Context: an optimization exercise on an open-source flow, tuned for small area. The choices shown serve that exercise and are no tape-out recipe.
Function was checked by simulation only, so behaviour that the tests miss may differ from the original.
Power is estimated from default activity; no workload was simulated.

// cdec8_mem_responder
module cdec8_mem_responder #(
  parameter logic [7:0]  IO_ADDR = cdec8_bus_pkg::DEF_IO_ADDR,
  parameter int unsigned CNT_W   = cdec8_bus_pkg::DEF_CNT_W
) (
  input  logic             clock,
  input  logic             reset,
  input  logic             ld_valid,
  input  logic [7:0]       ld_data,
  input  logic             ld_last,
  output logic             ld_ready,
  output logic             cpu_run,
  input  logic [7:0]       adrs,
  input  logic [7:0]       data_in,
  output logic [7:0]       data_out,
  input  logic             mmwr_en,
  input  logic             endseq,
  input  logic [7:0]       resad,
  output logic [7:0]       resdt,
  input  logic [7:0]       io_in,
  output logic [7:0]       io_out,
  output logic             done,
  output logic [CNT_W-1:0] wr_count,
  output logic             wprot_err
);
  logic             r_ld_ready;
  logic             r_done;
  logic [7:0]       r_ld_ptr;
  logic [7:0]       r_io_out;
  logic [CNT_W-1:0] r_wr_count;
  logic             w_run;
  logic             w_ld_xfer;
  logic             w_ld_end;
  logic             w_core_wr;
  logic             w_is_io;
  logic             w_prot_hit;
  logic             w_core_ok;
  logic             w_ram_we;
  logic [7:0]       w_ram_waddr;
  logic [7:0]       w_ram_wdata;
  assign w_run     = ~r_ld_ready & ~r_done;
  assign w_ld_xfer = ld_valid & r_ld_ready;
  assign w_ld_end  = w_ld_xfer & (ld_last | (r_ld_ptr == LD_LAST_ADDR));
  assign w_core_wr = w_run & mmwr_en;
  ...
For scale: ~7300 cells after synthesis, ~90 I/O pins, about 82000 sq um of cells after synthesis.
Settings: LEC_CHECK=0, CAP_MARGIN=35, CORE_MARGIN=2, CORE_UTILIZATION=55, CTS_BUF_LIST=sky130_fd_sc_hd__clkbuf_16, CTS_CLUSTER_DIAMETER=100, CTS_CLUSTER_SIZE=25, SLEW_MARGIN=20, SYNTH_HIERARCHICAL=1; clock period 12.0 ns.
standard.sh (not shown) runs the stock make flow with config.mk's settings and CLKGATE_MAP_FILE= SYNTH_SCRIPT=/design/flow/synth_recipe.tcl, a recipe that flattens the netlist after the stock synthesis.
==> flow/flow/run.sh <==
#!/bin/bash
# Standard layout with two changes: the port buffers use the smallest buffer
# cell, and clock tree synthesis inserts no dummy loads.
set -o pipefail
cp standard.sh standard_sh.log
export BUFFER_PORTS_ARGS="-buffer_cell sky130_fd_sc_hd__buf_1"
export CTS_ARGS="-sink_clustering_enable -repair_clock_nets -buf_list sky130_fd_sc_hd__clkbuf_16 -sink_clustering_size 25 -sink_clustering_max_diameter 100 -dont_use_dummy_load"
bash standard.sh > standard.log 2>&1
Next try:
- CAP_MARGIN: 35 -> 25
- CORE_UTILIZATION: 55 -> 50
Synthesized cell count is unchanged.
Cell area stays flat.
Die area rises by 9.9%.
Non-clock buffer count falls by 12.
Worst setup slack is worse by 45 ps.
Hold slack hardly moves.
Fmax falls by 0.45%.
Core utilization falls by 5.5 points.
Routed wire length rises by 3.9%.
Next try:
==> flow/run.sh (new file) <==
#!/bin/bash
# synth_recipe.tcl (not shown) runs the flow's synth.tcl, then flattens the netlist and writes it again
# the make line also repeats each setting of config.mk as NAME=value (left out here)
make -C /OpenROAD-flow-scripts/flow DESIGN_CONFIG=/design/flow/config.mk WORK_HOME=/design/flow/orfs CLKGATE_MAP_FILE= SYNTH_SCRIPT=/design/flow/synth_recipe.tcl finish
- CAP_MARGIN: 25 -> 35
removed: flow/flow/run.sh
removed: flow/standard.sh
=> Global-route usage decreases by 0.15 points; clock power increases by about 2%; non-clock buffer count increases by 53; first-iteration DRC count rises by 2.3%; synthesized area is unchanged.
Next try:
==> flow/flow/run.sh (new file) <==
#!/bin/bash
# Standard layout with two changes: the port buffers use the smallest buffer
# cell, and clock tree synthesis inserts no dummy loads.
set -o pipefail
cp standard.sh standard_sh.log
export BUFFER_PORTS_ARGS="-buffer_cell sky130_fd_sc_hd__buf_1"
export CTS_ARGS="-sink_clustering_enable -repair_clock_nets -buf_list sky130_fd_sc_hd__clkbuf_16 -sink_clustering_size 25 -sink_clustering_max_diameter 100 -dont_use_dummy_load"
bash standard.sh > standard.log 2>&1
==> flow/standard.sh (new file) <==
#!/bin/bash
# synth_recipe.tcl (not shown) runs the flow's synth.tcl, then flattens the netlist and writes it again
# the make line also repeats each setting of config.mk as NAME=value (left out here)
make -C /OpenROAD-flow-scripts/flow DESIGN_CONFIG=/design/flow/config.mk WORK_HOME=/design/flow/orfs CLKGATE_MAP_FILE= SYNTH_SCRIPT=/design/flow/synth_recipe.tcl "${@:-finish}"
removed: flow/run.sh
Outcome: Final cell count stays flat. Non-clock buffer count goes down by 13. Maximum frequency goes up by 6.7%. Design area goes down by 0.61%. Total power goes down by 0.62%. Die area does not change. Setup slack gains 670 ps. Hold slack is about the same.

Another version of the RTL of cdec8_mem_responder (not shown whole).
Size in the first run: ~7300 cells after synthesis, ~90 I/O pins, about 82000 um^2 of cells after synthesis.
Settings: LEC_CHECK=0, CAP_MARGIN=20, CORE_MARGIN=2, CORE_UTILIZATION=35, CTS_BUF_LIST=sky130_fd_sc_hd__clkbuf_16, CTS_CLUSTER_DIAMETER=100, CTS_CLUSTER_SIZE=25, PLACE_DENSITY=0.45, SLEW_MARGIN=20, SYNTH_HIERARCHICAL=1; clock period 12.0 ns.
run.sh (not shown) runs the stock make flow with config.mk's settings and CLKGATE_MAP_FILE= SYNTH_SCRIPT=/design/flow/synth_recipe.tcl, a recipe that flattens the netlist after the stock synthesis.
Stock flow here: none of the scripts above is used.
The starting point passed the timing, design-rule and antenna checks.
Next try:
Settings changed: CORE_UTILIZATION 35 to 50, PLACE_DENSITY 0.45 to unset.
Effect: The new run completed with no timing, DRC or antenna violations; synthesized area does not change; routed wire length came out lower by 12%; power came out lower by 6.0%; final cell count came out lower by 8.9%; first-iteration DRC count came out higher by 14%; maximum frequency came out higher by 0.75%.
Next try:
Settings changed: CORE_UTILIZATION 50 to 40.
After rerunning:
- global-route usage came out lower by 7.9 points
- wire length goes up by 2.7%
- cell count rises by 5.2%

separate check: timing with driven ports:
In the flow no input, the clock included, has a driving cell. The finished layouts below were timed again as built, in two steps.
Step 1 (the two cells are an assumption about what drives the block):
set clk [get_ports {clock}]
set_driving_cell -lib_cell sky130_fd_sc_hd__clkbuf_16 $clk
set_driving_cell -lib_cell sky130_fd_sc_hd__buf_2 [delete_from_list [all_inputs] $clk]
Step 2 also shifts input and output timing later by t, the mid clock arrival at the registers, as if the neighbouring blocks saw the same clock.
Three values: ideal ports, drivers, drivers and shift; two values: the first two.
run	t, ns	setup WS [ns]	worst register clock-pin slew, ns	pins driven straight from the clock port
the first run of note 1	0.830	1.882 / 1.856 / 1.856	0.11 / 0.11	1
the second run of note 1	0.853	1.837 / 1.810 / 1.810	0.12 / 0.12	1
the third run of note 1	0.855	1.287 / 1.265 / 1.265	0.11 / 0.11	1
the fourth run of note 1	0.852	1.956 / 1.934 / 1.934	0.12 / 0.12	1
the first run of note 2	0.909	0.919 / 0.883 / 0.883	0.11 / 0.11	1
the second run of note 2	0.847	1.002 / 0.973 / 0.973	0.11 / 0.11	1
the third run of note 2	0.891	0.616 / 0.593 / 0.593	0.11 / 0.11	1
After both steps every run listed still meets setup and hold. The setup slack of the first run of note 2, which loses most, moves by -0.036 ns with the drivers and by -0.036 ns with both steps.
